From an optimization exercise on the open Yosys and OpenROAD flow, aimed at small area, a short achievable clock period and few clock cycles; shortcuts taken in it are not production practice. At most, simulation tests tie the RTL to the original design; equivalence was not proved. No activity file was given, so power comes from the tool's default toggle rates.

==> v24 <==
==> flow/design.v (excerpt) <==
module exec_core (
	input  logic        clk,
	input  logic        resetn,
	input  logic        in_valid,
	input  logic [4:0]  in_op,
	input  logic [31:0] in_src1,
	input  logic [31:0] in_src2,
	input  logic [15:0] in_imm,
	input  logic [1:0]  in_src2_sel,
	input  logic        in_sa_sel,
	input  logic [4:0]  in_shamt,
	input  logic [4:0]  in_waddr,
	input  logic        out_allowin,
	output logic        in_allowin,
	output logic        out_valid,
	output logic        out_wen,
	output logic [4:0]  out_waddr,
	output logic [31:0] out_wdata
);
export LEC_CHECK = 0
export CAP_MARGIN = 20
export CORE_MARGIN = 2
export CORE_UTILIZATION = 40
export PLACE_DENSITY = 0.6
export SLEW_MARGIN = 20
create_clock -name core_clock -period 6.0 [get_ports {clk}]
run.sh (not shown) runs the stock make flow with config.mk's settings and CLKGATE_MAP_FILE= SYNTH_SCRIPT=/design/flow/synth_recipe.tcl, a recipe that flattens the netlist after the stock synthesis.
==> v39 (differences from v24) <==
--- a/flow/design.v
+++ b/flow/design.v
@@ -22,48 +22,61 @@
 endpackage
 `timescale 1ns/1ps
 module alu (
 	input  logic [4:0]  op,
 	input  logic [31:0] a,
 	input  logic [31:0] b,
 	input  logic [4:0]  sa,
+	input  logic        align,       
+	input  logic [31:0] align_val,
+	input  logic [4:0]  align_sh,
+	output logic [31:0] align_res,
 	output logic [31:0] result,
 	output logic        overflow
 );
 	logic        sub;
 	logic [31:0] bx;
 	logic [32:0] sum;
 	logic        ovf;
 	logic        less;
 	logic [31:0] b_rev;
 	logic [31:0] sh_in;
 	logic        sh_fill;
 	logic [31:0] sh_out;
 	logic [31:0] sh_rev;
+	logic [31:0] v_rev;
+	logic [4:0]  sh_amt;
+	logic [63:0] sh_wide;
 	assign sub = (op == isa_pkg::OP_SUB) || (op == isa_pkg::OP_SUBU) ||
 	             (op == isa_pkg::OP_SLT) || (op == isa_pkg::OP_SLTU);
 	assign bx  = b ^ {32{sub}};
-	assign sum = {1'b0, a} + {1'b0, bx} + {32'd0, sub};
+	add32 u_add (.a(a), .b(bx), .ci(sub), .s(sum));
 	assign ovf = (a[31] == bx[31]) && (sum[31] != a[31]);
 	assign less = (op == isa_pkg::OP_SLT) ? (sum[31] ^ ovf) : !sum[32];
 	always_comb
 	begin
 		for (int i = 0; i < 32; i++)
 			b_rev[i] = b[31 - i];
 	end
-	assign sh_in   = (op == isa_pkg::OP_SLL) ? b_rev : b;
-	assign sh_fill = (op == isa_pkg::OP_SRA) && b[31];
-	logic [63:0] sh_wide;
-	assign sh_wide = {{32{sh_fill}}, sh_in} >> sa;
+	always_comb
+	begin
+		for (int i = 0; i < 32; i++)
+			v_rev[i] = align_val[31 - i];
+	end
+	assign sh_in   = align ? v_rev : (op == isa_pkg::OP_SLL) ? b_rev : b;
+	assign sh_fill = !align && (op == isa_pkg::OP_SRA) && b[31];
+	assign sh_amt  = align ? align_sh : sa;
+	assign sh_wide = {{32{sh_fill}}, sh_in} >> sh_amt;
 	assign sh_out  = sh_wide[31:0];
 	always_comb
 	begin
 		for (int i = 0; i < 32; i++)
 			sh_rev[i] = sh_out[31 - i];
 	end
+	assign align_res = sh_rev;
 	always_comb
 	begin
 		case (op)
 			isa_pkg::OP_ADD, isa_pkg::OP_ADDU,
 			isa_pkg::OP_SUB, isa_pkg::OP_SUBU: result = sum[31:0];
 			isa_pkg::OP_AND:  result = a & b;
 			isa_pkg::OP_OR:   result = a | b;
@@ -74,32 +87,77 @@
 			isa_pkg::OP_SRL, isa_pkg::OP_SRA: result = sh_out;
 			isa_pkg::OP_LUI:  result = {b[15:0], 16'd0};
 			default:          result = '0;
 		endcase
 	end
 	assign overflow = ((op == isa_pkg::OP_ADD) || (op == isa_pkg::OP_SUB)) && ovf;
 endmodule
+module add32 (
+	input  logic [31:0] a,
+	input  logic [31:0] b,
+	input  logic        ci,
+	output logic [32:0] s
+);
+	logic [31:0] p;
+	logic [31:0] g;
+	logic [31:0] gg;
+	logic [31:0] pp;
+	logic [31:0] gn;
+	logic [31:0] pn;
+	always_comb
+	begin
+		p = a ^ b;
+		g = a & b;
+		gg = g;
+		pp = p;
+		gg[0] = g[0] | (p[0] & ci);
+		for (int l = 0; l < 5; l++)
+		begin
+			gn = gg;
+			pn = pp;
+			for (int i = 0; i < 32; i++)
+			begin
+				if (((i >> l) & 1) == 1)
+				begin
+					gn[i] = gg[i] | (pp[i] & gg[((i >> l) << l) - 1]);
+					pn[i] = pp[i] & pp[((i >> l) << l) - 1];
+				end
+			end
+			gg = gn;
+			pp = pn;
+		end
+		s[0] = p[0] ^ ci;
+		for (int i = 1; i < 32; i++)
+			s[i] = p[i] ^ gg[i - 1];
+		s[32] = gg[31];
+	end
+endmodule
 `timescale 1ns/1ps
 module div_unit (
 	input  logic        clk,
 	input  logic        resetn,
 	input  logic        load_div,    
 	input  logic        is_signed,
 	input  logic        load_hi,     
 	input  logic        load_lo,     
 	input  logic [31:0] a,
 	input  logic [31:0] b,
 	output logic        busy,
+	output logic        align,       
+	output logic [31:0] align_val,
+	output logic [4:0]  align_sh,
+	input  logic [31:0] align_res,   
 	output logic [31:0] hi,
 	output logic [31:0] lo
 );
 	typedef enum logic [2:0] {
 		S_IDLE,
 		S_NEGA,
 		S_NEGD,
+		S_LZ,
 		S_ALIGN,
 		S_ITER,
 		S_FIXQ,
 		S_FIXR
 	} state_t;
 	state_t      st;
 	logic [31:0] dv;
@@ -108,92 +166,119 @@
 	logic        b_neg;
 	logic        q_neg;
 	logic [31:0] sub_x;
 	logic [31:0] sub_y;
 	logic [32:0] diff;
 	logic [5:0]  lz_a;
 	logic [5:0]  lz_d;
-	logic [5:0]  align_sh;
+	logic [5:0]  align_sh_w;
 	logic        no_iter;
 	state_t      st_fix;
 	assign busy = (st != S_IDLE);
+	assign align = (st == S_ALIGN);
+	assign align_val = dv;
+	assign align_sh = cnt;
 	assign sub_x = (st == S_ITER) ? hi : 32'd0;
 	always_comb
 	begin
 		case (st)
 			S_NEGA, S_FIXQ: sub_y = lo;
 			S_FIXR:         sub_y = hi;
 			default:        sub_y = dv;
 		endcase
 	end
-	assign diff = {1'b0, sub_x} - {1'b0, sub_y};
+	logic [32:0] sum_xy;
+	add32 u_sub (.a(sub_x), .b(~sub_y), .ci(1'b1), .s(sum_xy));
+	assign diff = {!sum_xy[32], sum_xy[31:0]};
 	function automatic logic [5:0] lzc(input logic [31:0] v);
 		logic [5:0] n;
 		n = 6'd32;
 		for (int i = 0; i < 32; i++)
 			if (v[i]) n = 31 - i;
 		lzc = n;
 	endfunction
 	assign lz_a = lzc(lo);
 	assign lz_d = lzc(dv);
-	assign align_sh = lz_d - lz_a;
+	assign align_sh_w = lz_d - lz_a;
 	assign no_iter = lz_d[5] || (lz_d < lz_a);
 	assign st_fix = q_neg ? S_FIXQ : (a_neg ? S_FIXR : S_IDLE);
 	always_ff @(posedge clk)
 	begin
+		case (st)
+			S_IDLE:
+			begin
+				dv <= b;
+				a_neg <= is_signed && a[31];
+				b_neg <= is_signed && b[31];
+				q_neg <= is_signed && (a[31] ^ b[31]);
+			end
+			S_NEGD:  dv <= diff[31:0];
+			S_ALIGN: dv <= align_res;
+			S_ITER:  dv <= {1'b0, dv[31:1]};
+			default: ;
+		endcase
+	end
+	always_ff @(posedge clk)
+	begin
 		if (!resetn)
 		begin
 			st <= S_IDLE;
 			hi <= '0;
 			lo <= '0;
 		end
 		else
 		begin
 			case (st)
 				S_IDLE:
 				begin
 					if (load_div)
 					begin
 						lo <= a;
-						dv <= b;
-						a_neg <= is_signed && a[31];
-						b_neg <= is_signed && b[31];
-						q_neg <= is_signed && (a[31] ^ b[31]);
 						st <= (is_signed && a[31]) ? S_NEGA :
-						      (is_signed && b[31]) ? S_NEGD : S_ALIGN;
+						      (is_signed && b[31]) ? S_NEGD : S_LZ;
 					end
 					if (load_hi)
 						hi <= a;
 					if (load_lo)
 						lo <= a;
 				end
 				S_NEGA:
 				begin
 					lo <= diff[31:0];
-					st <= b_neg ? S_NEGD : S_ALIGN;
+					st <= b_neg ? S_NEGD : S_LZ;
 				end
 				S_NEGD:
 				begin
-					dv <= diff[31:0];
-					st <= S_ALIGN;
+					st <= S_LZ;
+				end
+				S_LZ:
+				begin
+					cnt <= align_sh_w[4:0];
+					if (no_iter)
+					begin
+						hi <= lo;
+						lo <= {32{lz_d[5]}};
+						st <= st_fix;
+					end
+					else
+					begin
+						st <= S_ALIGN;
+					end
 				end
 				S_ALIGN:
 				begin
 					hi <= lo;
-					lo <= {32{lz_d[5]}};
-					dv <= dv << align_sh[4:0];
-					cnt <= align_sh[4:0];
-					st <= no_iter ? st_fix : S_ITER;
+					lo <= '0;
+					st <= S_ITER;
 				end
 				S_ITER:
 				begin
 					if (!diff[32])
 						hi <= diff[31:0];
 					lo <= {lo[30:0], !diff[32]};
-					dv <= {1'b0, dv[31:1]};
 					cnt <= cnt - 5'd1;
 					if (cnt == 5'd0)
 						st <= st_fix;
 				end
 				S_FIXQ:
 				begin
 					lo <= diff[31:0];
@@ -219,30 +304,34 @@
 	input  logic [31:0] in_src2,
 	input  logic [15:0] in_imm,
 	input  logic [1:0]  in_src2_sel,
 	input  logic        in_sa_sel,
 	input  logic [4:0]  in_shamt,
 	input  logic [31:0] in_src1,
 	input  logic        div_busy,
+	input  logic        div_align,
 	input  logic        wb_allowin,
 	output logic        in_allowin,
 	output logic        accept,
 	output logic [31:0] alu_b,
 	output logic [4:0]  alu_sa,
 	output logic        load_div,
 	output logic        div_signed,
 	output logic        load_hi,
 	output logic        load_lo
 );
 	logic is_div;
 	logic is_hilo;
+	logic is_shift;
 	assign is_div  = (in_op == isa_pkg::OP_DIV) || (in_op == isa_pkg::OP_DIVU);
 	assign is_hilo = is_div || (in_op == isa_pkg::OP_MTHI) || (in_op == isa_pkg::OP_MTLO) ||
 	                 (in_op == isa_pkg::OP_MFHI) || (in_op == isa_pkg::OP_MFLO);
-	assign in_allowin = wb_allowin && !(div_busy && is_hilo);
+	assign is_shift = (in_op == isa_pkg::OP_SLL) || (in_op == isa_pkg::OP_SRL) ||
+	                  (in_op == isa_pkg::OP_SRA);
+	assign in_allowin = wb_allowin && !(div_busy && is_hilo) && !(div_align && is_shift);
 	assign accept = in_valid && in_allowin;
 	assign load_div   = accept && is_div;
 	assign div_signed = (in_op == isa_pkg::OP_DIV);
 	assign load_hi    = accept && (in_op == isa_pkg::OP_MTHI);
 	assign load_lo    = accept && (in_op == isa_pkg::OP_MTLO);
 	always_comb
 	begin
@@ -345,26 +434,31 @@
 	logic [31:0] alu_result;
 	logic        alu_overflow;
 	logic        load_div;
 	logic        div_signed;
 	logic        load_hi;
 	logic        load_lo;
 	logic        div_busy;
+	logic        div_align;
+	logic [31:0] align_val;
+	logic [4:0]  align_sh;
+	logic [31:0] align_res;
 	logic [31:0] hi;
 	logic [31:0] lo;
 	ex_issue u_ex_issue (
 		.in_valid    (in_valid),
 		.in_op       (in_op),
 		.in_src2     (in_src2),
 		.in_imm      (in_imm),
 		.in_src2_sel (in_src2_sel),
 		.in_sa_sel   (in_sa_sel),
 		.in_shamt    (in_shamt),
 		.in_src1     (in_src1),
 		.div_busy    (div_busy),
+		.div_align   (div_align),
 		.wb_allowin  (wb_allowin),
 		.in_allowin  (in_allowin),
 		.accept      (accept),
 		.alu_b       (alu_b),
 		.alu_sa      (alu_sa),
 		.load_div    (load_div),
 		.div_signed  (div_signed),
@@ -372,27 +466,35 @@
 		.load_lo     (load_lo)
 	);
 	alu u_alu (
 		.op       (in_op),
 		.a        (in_src1),
 		.b        (alu_b),
 		.sa       (alu_sa),
+		.align     (div_align),
+		.align_val (align_val),
+		.align_sh  (align_sh),
+		.align_res (align_res),
 		.result   (alu_result),
 		.overflow (alu_overflow)
 	);
 	div_unit u_div_unit (
 		.clk       (clk),
 		.resetn    (resetn),
 		.load_div  (load_div),
 		.is_signed (div_signed),
 		.load_hi   (load_hi),
 		.load_lo   (load_lo),
 		.a         (in_src1),
 		.b         (in_src2),
 		.busy      (div_busy),
+		.align     (div_align),
+		.align_val (align_val),
+		.align_sh  (align_sh),
+		.align_res (align_res),
 		.hi        (hi),
 		.lo        (lo)
 	);
 	wb_commit u_wb_commit (
 		.clk          (clk),
 		.resetn       (resetn),
 		.in_valid     (in_valid),
==> v7 (differences from v24) <==
--- a/flow/design.v
+++ b/flow/design.v
@@ -22,48 +22,61 @@
 endpackage
 `timescale 1ns/1ps
 module alu (
 	input  logic [4:0]  op,
 	input  logic [31:0] a,
 	input  logic [31:0] b,
 	input  logic [4:0]  sa,
+	input  logic        align,       
+	input  logic [31:0] align_val,
+	input  logic [4:0]  align_sh,
+	output logic [31:0] align_res,
 	output logic [31:0] result,
 	output logic        overflow
 );
 	logic        sub;
 	logic [31:0] bx;
 	logic [32:0] sum;
 	logic        ovf;
 	logic        less;
 	logic [31:0] b_rev;
 	logic [31:0] sh_in;
 	logic        sh_fill;
 	logic [31:0] sh_out;
 	logic [31:0] sh_rev;
+	logic [31:0] v_rev;
+	logic [4:0]  sh_amt;
+	logic [63:0] sh_wide;
 	assign sub = (op == isa_pkg::OP_SUB) || (op == isa_pkg::OP_SUBU) ||
 	             (op == isa_pkg::OP_SLT) || (op == isa_pkg::OP_SLTU);
 	assign bx  = b ^ {32{sub}};
-	assign sum = {1'b0, a} + {1'b0, bx} + {32'd0, sub};
+	add32 u_add (.a(a), .b(bx), .ci(sub), .s(sum));
 	assign ovf = (a[31] == bx[31]) && (sum[31] != a[31]);
 	assign less = (op == isa_pkg::OP_SLT) ? (sum[31] ^ ovf) : !sum[32];
 	always_comb
 	begin
 		for (int i = 0; i < 32; i++)
 			b_rev[i] = b[31 - i];
 	end
-	assign sh_in   = (op == isa_pkg::OP_SLL) ? b_rev : b;
-	assign sh_fill = (op == isa_pkg::OP_SRA) && b[31];
-	logic [63:0] sh_wide;
-	assign sh_wide = {{32{sh_fill}}, sh_in} >> sa;
+	always_comb
+	begin
+		for (int i = 0; i < 32; i++)
+			v_rev[i] = align_val[31 - i];
+	end
+	assign sh_in   = align ? v_rev : (op == isa_pkg::OP_SLL) ? b_rev : b;
+	assign sh_fill = !align && (op == isa_pkg::OP_SRA) && b[31];
+	assign sh_amt  = align ? align_sh : sa;
+	assign sh_wide = {{32{sh_fill}}, sh_in} >> sh_amt;
 	assign sh_out  = sh_wide[31:0];
 	always_comb
 	begin
 		for (int i = 0; i < 32; i++)
 			sh_rev[i] = sh_out[31 - i];
 	end
+	assign align_res = sh_rev;
 	always_comb
 	begin
 		case (op)
 			isa_pkg::OP_ADD, isa_pkg::OP_ADDU,
 			isa_pkg::OP_SUB, isa_pkg::OP_SUBU: result = sum[31:0];
 			isa_pkg::OP_AND:  result = a & b;
 			isa_pkg::OP_OR:   result = a | b;
@@ -74,25 +87,69 @@
 			isa_pkg::OP_SRL, isa_pkg::OP_SRA: result = sh_out;
 			isa_pkg::OP_LUI:  result = {b[15:0], 16'd0};
 			default:          result = '0;
 		endcase
 	end
 	assign overflow = ((op == isa_pkg::OP_ADD) || (op == isa_pkg::OP_SUB)) && ovf;
 endmodule
+module add32 (
+	input  logic [31:0] a,
+	input  logic [31:0] b,
+	input  logic        ci,
+	output logic [32:0] s
+);
+	logic [31:0] p;
+	logic [31:0] g;
+	logic [31:0] gg;
+	logic [31:0] pp;
+	logic [31:0] gn;
+	logic [31:0] pn;
+	always_comb
+	begin
+		p = a ^ b;
+		g = a & b;
+		gg = g;
+		pp = p;
+		gg[0] = g[0] | (p[0] & ci);
+		for (int l = 0; l < 5; l++)
+		begin
+			gn = gg;
+			pn = pp;
+			for (int i = 0; i < 32; i++)
+			begin
+				if (((i >> l) & 1) == 1)
+				begin
+					gn[i] = gg[i] | (pp[i] & gg[((i >> l) << l) - 1]);
+					pn[i] = pp[i] & pp[((i >> l) << l) - 1];
+				end
+			end
+			gg = gn;
+			pp = pn;
+		end
+		s[0] = p[0] ^ ci;
+		for (int i = 1; i < 32; i++)
+			s[i] = p[i] ^ gg[i - 1];
+		s[32] = gg[31];
+	end
+endmodule
 `timescale 1ns/1ps
 module div_unit (
 	input  logic        clk,
 	input  logic        resetn,
 	input  logic        load_div,    
 	input  logic        is_signed,
 	input  logic        load_hi,     
 	input  logic        load_lo,     
 	input  logic [31:0] a,
 	input  logic [31:0] b,
 	output logic        busy,
+	output logic        align,       
+	output logic [31:0] align_val,
+	output logic [4:0]  align_sh,
+	input  logic [31:0] align_res,   
 	output logic [31:0] hi,
 	output logic [31:0] lo
 );
 	typedef enum logic [2:0] {
 		S_IDLE,
 		S_NEGA,
 		S_NEGD,
@@ -108,60 +165,77 @@
 	logic        b_neg;
 	logic        q_neg;
 	logic [31:0] sub_x;
 	logic [31:0] sub_y;
 	logic [32:0] diff;
 	logic [5:0]  lz_a;
 	logic [5:0]  lz_d;
-	logic [5:0]  align_sh;
+	logic [5:0]  align_sh_w;
 	logic        no_iter;
 	state_t      st_fix;
 	assign busy = (st != S_IDLE);
+	assign align = (st == S_ALIGN);
+	assign align_val = dv;
+	assign align_sh = align_sh_w[4:0];
 	assign sub_x = (st == S_ITER) ? hi : 32'd0;
 	always_comb
 	begin
 		case (st)
 			S_NEGA, S_FIXQ: sub_y = lo;
 			S_FIXR:         sub_y = hi;
 			default:        sub_y = dv;
 		endcase
 	end
-	assign diff = {1'b0, sub_x} - {1'b0, sub_y};
+	logic [32:0] sum_xy;
+	add32 u_sub (.a(sub_x), .b(~sub_y), .ci(1'b1), .s(sum_xy));
+	assign diff = {!sum_xy[32], sum_xy[31:0]};
 	function automatic logic [5:0] lzc(input logic [31:0] v);
 		logic [5:0] n;
 		n = 6'd32;
 		for (int i = 0; i < 32; i++)
 			if (v[i]) n = 31 - i;
 		lzc = n;
 	endfunction
 	assign lz_a = lzc(lo);
 	assign lz_d = lzc(dv);
-	assign align_sh = lz_d - lz_a;
+	assign align_sh_w = lz_d - lz_a;
 	assign no_iter = lz_d[5] || (lz_d < lz_a);
 	assign st_fix = q_neg ? S_FIXQ : (a_neg ? S_FIXR : S_IDLE);
 	always_ff @(posedge clk)
 	begin
+		case (st)
+			S_IDLE:
+			begin
+				dv <= b;
+				a_neg <= is_signed && a[31];
+				b_neg <= is_signed && b[31];
+				q_neg <= is_signed && (a[31] ^ b[31]);
+			end
+			S_NEGD:  dv <= diff[31:0];
+			S_ALIGN: dv <= align_res;
+			S_ITER:  dv <= {1'b0, dv[31:1]};
+			default: ;
+		endcase
+	end
+	always_ff @(posedge clk)
+	begin
 		if (!resetn)
 		begin
 			st <= S_IDLE;
 			hi <= '0;
 			lo <= '0;
 		end
 		else
 		begin
 			case (st)
 				S_IDLE:
 				begin
 					if (load_div)
 					begin
 						lo <= a;
-						dv <= b;
-						a_neg <= is_signed && a[31];
-						b_neg <= is_signed && b[31];
-						q_neg <= is_signed && (a[31] ^ b[31]);
 						st <= (is_signed && a[31]) ? S_NEGA :
 						      (is_signed && b[31]) ? S_NEGD : S_ALIGN;
 					end
 					if (load_hi)
 						hi <= a;
 					if (load_lo)
 						lo <= a;
@@ -169,31 +243,28 @@
 				S_NEGA:
 				begin
 					lo <= diff[31:0];
 					st <= b_neg ? S_NEGD : S_ALIGN;
 				end
 				S_NEGD:
 				begin
-					dv <= diff[31:0];
 					st <= S_ALIGN;
 				end
 				S_ALIGN:
 				begin
 					hi <= lo;
 					lo <= {32{lz_d[5]}};
-					dv <= dv << align_sh[4:0];
-					cnt <= align_sh[4:0];
+					cnt <= align_sh_w[4:0];
 					st <= no_iter ? st_fix : S_ITER;
 				end
 				S_ITER:
 				begin
 					if (!diff[32])
 						hi <= diff[31:0];
 					lo <= {lo[30:0], !diff[32]};
-					dv <= {1'b0, dv[31:1]};
 					cnt <= cnt - 5'd1;
 					if (cnt == 5'd0)
 						st <= st_fix;
 				end
 				S_FIXQ:
 				begin
 					lo <= diff[31:0];
@@ -219,30 +290,34 @@
 	input  logic [31:0] in_src2,
 	input  logic [15:0] in_imm,
 	input  logic [1:0]  in_src2_sel,
 	input  logic        in_sa_sel,
 	input  logic [4:0]  in_shamt,
 	input  logic [31:0] in_src1,
 	input  logic        div_busy,
+	input  logic        div_align,
 	input  logic        wb_allowin,
 	output logic        in_allowin,
 	output logic        accept,
 	output logic [31:0] alu_b,
 	output logic [4:0]  alu_sa,
 	output logic        load_div,
 	output logic        div_signed,
 	output logic        load_hi,
 	output logic        load_lo
 );
 	logic is_div;
 	logic is_hilo;
+	logic is_shift;
 	assign is_div  = (in_op == isa_pkg::OP_DIV) || (in_op == isa_pkg::OP_DIVU);
 	assign is_hilo = is_div || (in_op == isa_pkg::OP_MTHI) || (in_op == isa_pkg::OP_MTLO) ||
 	                 (in_op == isa_pkg::OP_MFHI) || (in_op == isa_pkg::OP_MFLO);
-	assign in_allowin = wb_allowin && !(div_busy && is_hilo);
+	assign is_shift = (in_op == isa_pkg::OP_SLL) || (in_op == isa_pkg::OP_SRL) ||
+	                  (in_op == isa_pkg::OP_SRA);
+	assign in_allowin = wb_allowin && !(div_busy && is_hilo) && !(div_align && is_shift);
 	assign accept = in_valid && in_allowin;
 	assign load_div   = accept && is_div;
 	assign div_signed = (in_op == isa_pkg::OP_DIV);
 	assign load_hi    = accept && (in_op == isa_pkg::OP_MTHI);
 	assign load_lo    = accept && (in_op == isa_pkg::OP_MTLO);
 	always_comb
 	begin
@@ -345,26 +420,31 @@
 	logic [31:0] alu_result;
 	logic        alu_overflow;
 	logic        load_div;
 	logic        div_signed;
 	logic        load_hi;
 	logic        load_lo;
 	logic        div_busy;
+	logic        div_align;
+	logic [31:0] align_val;
+	logic [4:0]  align_sh;
+	logic [31:0] align_res;
 	logic [31:0] hi;
 	logic [31:0] lo;
 	ex_issue u_ex_issue (
 		.in_valid    (in_valid),
 		.in_op       (in_op),
 		.in_src2     (in_src2),
 		.in_imm      (in_imm),
 		.in_src2_sel (in_src2_sel),
 		.in_sa_sel   (in_sa_sel),
 		.in_shamt    (in_shamt),
 		.in_src1     (in_src1),
 		.div_busy    (div_busy),
+		.div_align   (div_align),
 		.wb_allowin  (wb_allowin),
 		.in_allowin  (in_allowin),
 		.accept      (accept),
 		.alu_b       (alu_b),
 		.alu_sa      (alu_sa),
 		.load_div    (load_div),
 		.div_signed  (div_signed),
@@ -372,27 +452,35 @@
 		.load_lo     (load_lo)
 	);
 	alu u_alu (
 		.op       (in_op),
 		.a        (in_src1),
 		.b        (alu_b),
 		.sa       (alu_sa),
+		.align     (div_align),
+		.align_val (align_val),
+		.align_sh  (align_sh),
+		.align_res (align_res),
 		.result   (alu_result),
 		.overflow (alu_overflow)
 	);
 	div_unit u_div_unit (
 		.clk       (clk),
 		.resetn    (resetn),
 		.load_div  (load_div),
 		.is_signed (div_signed),
 		.load_hi   (load_hi),
 		.load_lo   (load_lo),
 		.a         (in_src1),
 		.b         (in_src2),
 		.busy      (div_busy),
+		.align     (div_align),
+		.align_val (align_val),
+		.align_sh  (align_sh),
+		.align_res (align_res),
 		.hi        (hi),
 		.lo        (lo)
 	);
 	wb_commit u_wb_commit (
 		.clk          (clk),
 		.resetn       (resetn),
 		.in_valid     (in_valid),
SETUP_SLACK_MARGIN = 2.0   (was not set)
==> out/metrics.csv <==
stage;metric;value;unit
cells_and_area;most frequent cells in the layout;nand2_1 (322), a21oi_1 (257), nor2_1 (238);
power;share of power burned in registers;11.3;%
critical_path;FF-to-FF End;u_div_unit.dv[24]$_DFFE_PP_;
die;Initial Utilization;40.3;%
detailed_routing;DR top layer;met5;
power;power in sequential cells;1.73;mW
synth;mux cell area share after synthesis;9.14;%
detailed_routing;DR vias;25200;
sta;fmax;0.181;GHz
cells_and_area;post-route insts no fill;3628;
critical_path;Required @ worst endpoint;6240;ps
synth;Syn Inst Count;2832;
detailed_routing;Detailed Routing Iterations Pass 1;8;
cells_and_area;area occupied by multi-input gates;15700;sq um
outcome;status;complete, no violations;
cells_and_area;ant diodes;5;
-- figures above: v24

==> out/metrics.csv <==
stage;metric;value;unit
outcome;status;complete, no violations;
detailed_routing;DR top layer;met4;
cells_and_area;area occupied by multi-input gates;15400;sq um
detailed_routing;DR vias;23400;
cells_and_area;post-route insts no fill;3405;
critical_path;Buf/Inv on CP;5;
synth;Synthesized Nets;2644;
global_route;GR Layer Usage met3;12.7;%
critical_path;Required @ worst endpoint;6230;ps
sta;fmax;0.185;GHz
sta;max_slew headroom;33.9;%
detailed_routing;Detailed Routing Iterations Pass 1;8;
cells_and_area;most frequent cells in the layout;buf_4 (321), nand2_1 (238), a21oi_1 (177);
cells_and_area;Sequential Area;3710;sq um
synth;mux cell area share after synthesis;4.67;%
cells_and_area;ant diodes;3;
power;share of power burned in registers;15.7;%
-- figures above: v7

==> out/metrics.csv <==
stage;metric;value;unit
outcome;status;complete, no violations;
synth;mux cell area share after synthesis;3.56;%
cells_and_area;most frequent cells in the layout;a21oi_1 (197), nand2_1 (180), buf_4 (179);
sta;fmax;0.178;GHz
cells_and_area;area occupied by multi-input gates;13500;sq um
die;Initial Utilization;40.6;%
detailed_routing;DR top layer;met5;
critical_path;Reg-to-Reg Start;u_div_unit.lo[0]$_SDFFE_PN0P_;
detailed_routing;DR vias;22300;
detailed_routing;Detailed Routing Iterations Pass 1;10;
synth;Syn Inst Count;2386;
power;share of power burned in registers;27.5;%
critical_path;Required @ worst endpoint;6260;ps
power;power in sequential cells;2.19;mW
critical_path;FF-to-FF End;u_div_unit.hi[26]$_SDFFE_PN0P_;
cells_and_area;post-route insts no fill;3143;
global_route;Total Routing Usage GR;45.1;%
cells_and_area;fraction of area in multi-input gates;61.8;%
-- figures above: v39

Testbench counts of v24, summed over its fixed seeds: cycles 18,900.
Function not checked in v39 and v7: the RTL went through the layout flow alone.

what the ideal ports hide:
How much do the figures lean on ideal ports? The routed layouts below were timed once more, with nothing changed but the port constraints.
Step 1 (the two cells are an assumption about what drives the block):
set clk [get_ports {clk}]
set_driving_cell -lib_cell sky130_fd_sc_hd__clkbuf_16 $clk
set_driving_cell -lib_cell sky130_fd_sc_hd__buf_2 [delete_from_list [all_inputs] $clk]
Step 2 adds t to the input delays and takes it off the output delays; t is the mean of the earliest and latest rising clock arrival at the registers after step 1. Input paths then give back, and output paths get back, about the clock's delay inside the block.
Slacks: no drivers / after step 1 / after step 2; pairs: no drivers / after step 1.
run	t, ns	setup WS [ns]	hold WS [ns]	worst slew at a driven data input, ns
v24	0.554	0.464 / 0.489 / -0.065	0.509 / 0.509 / 0.509	0.07
v39	0.565	0.392 / 0.417 / -0.148	0.511 / 0.511 / 0.511	0.06
v7	0.561	0.599 / 0.599 / 0.446	0.543 / 0.543 / 0.543	0.06
Met with ideal ports but missed after step 2: setup timing in v24 and v39. The setup slack of v39, which loses most, moves by +0.025 ns with the drivers and by -0.540 ns with both steps.
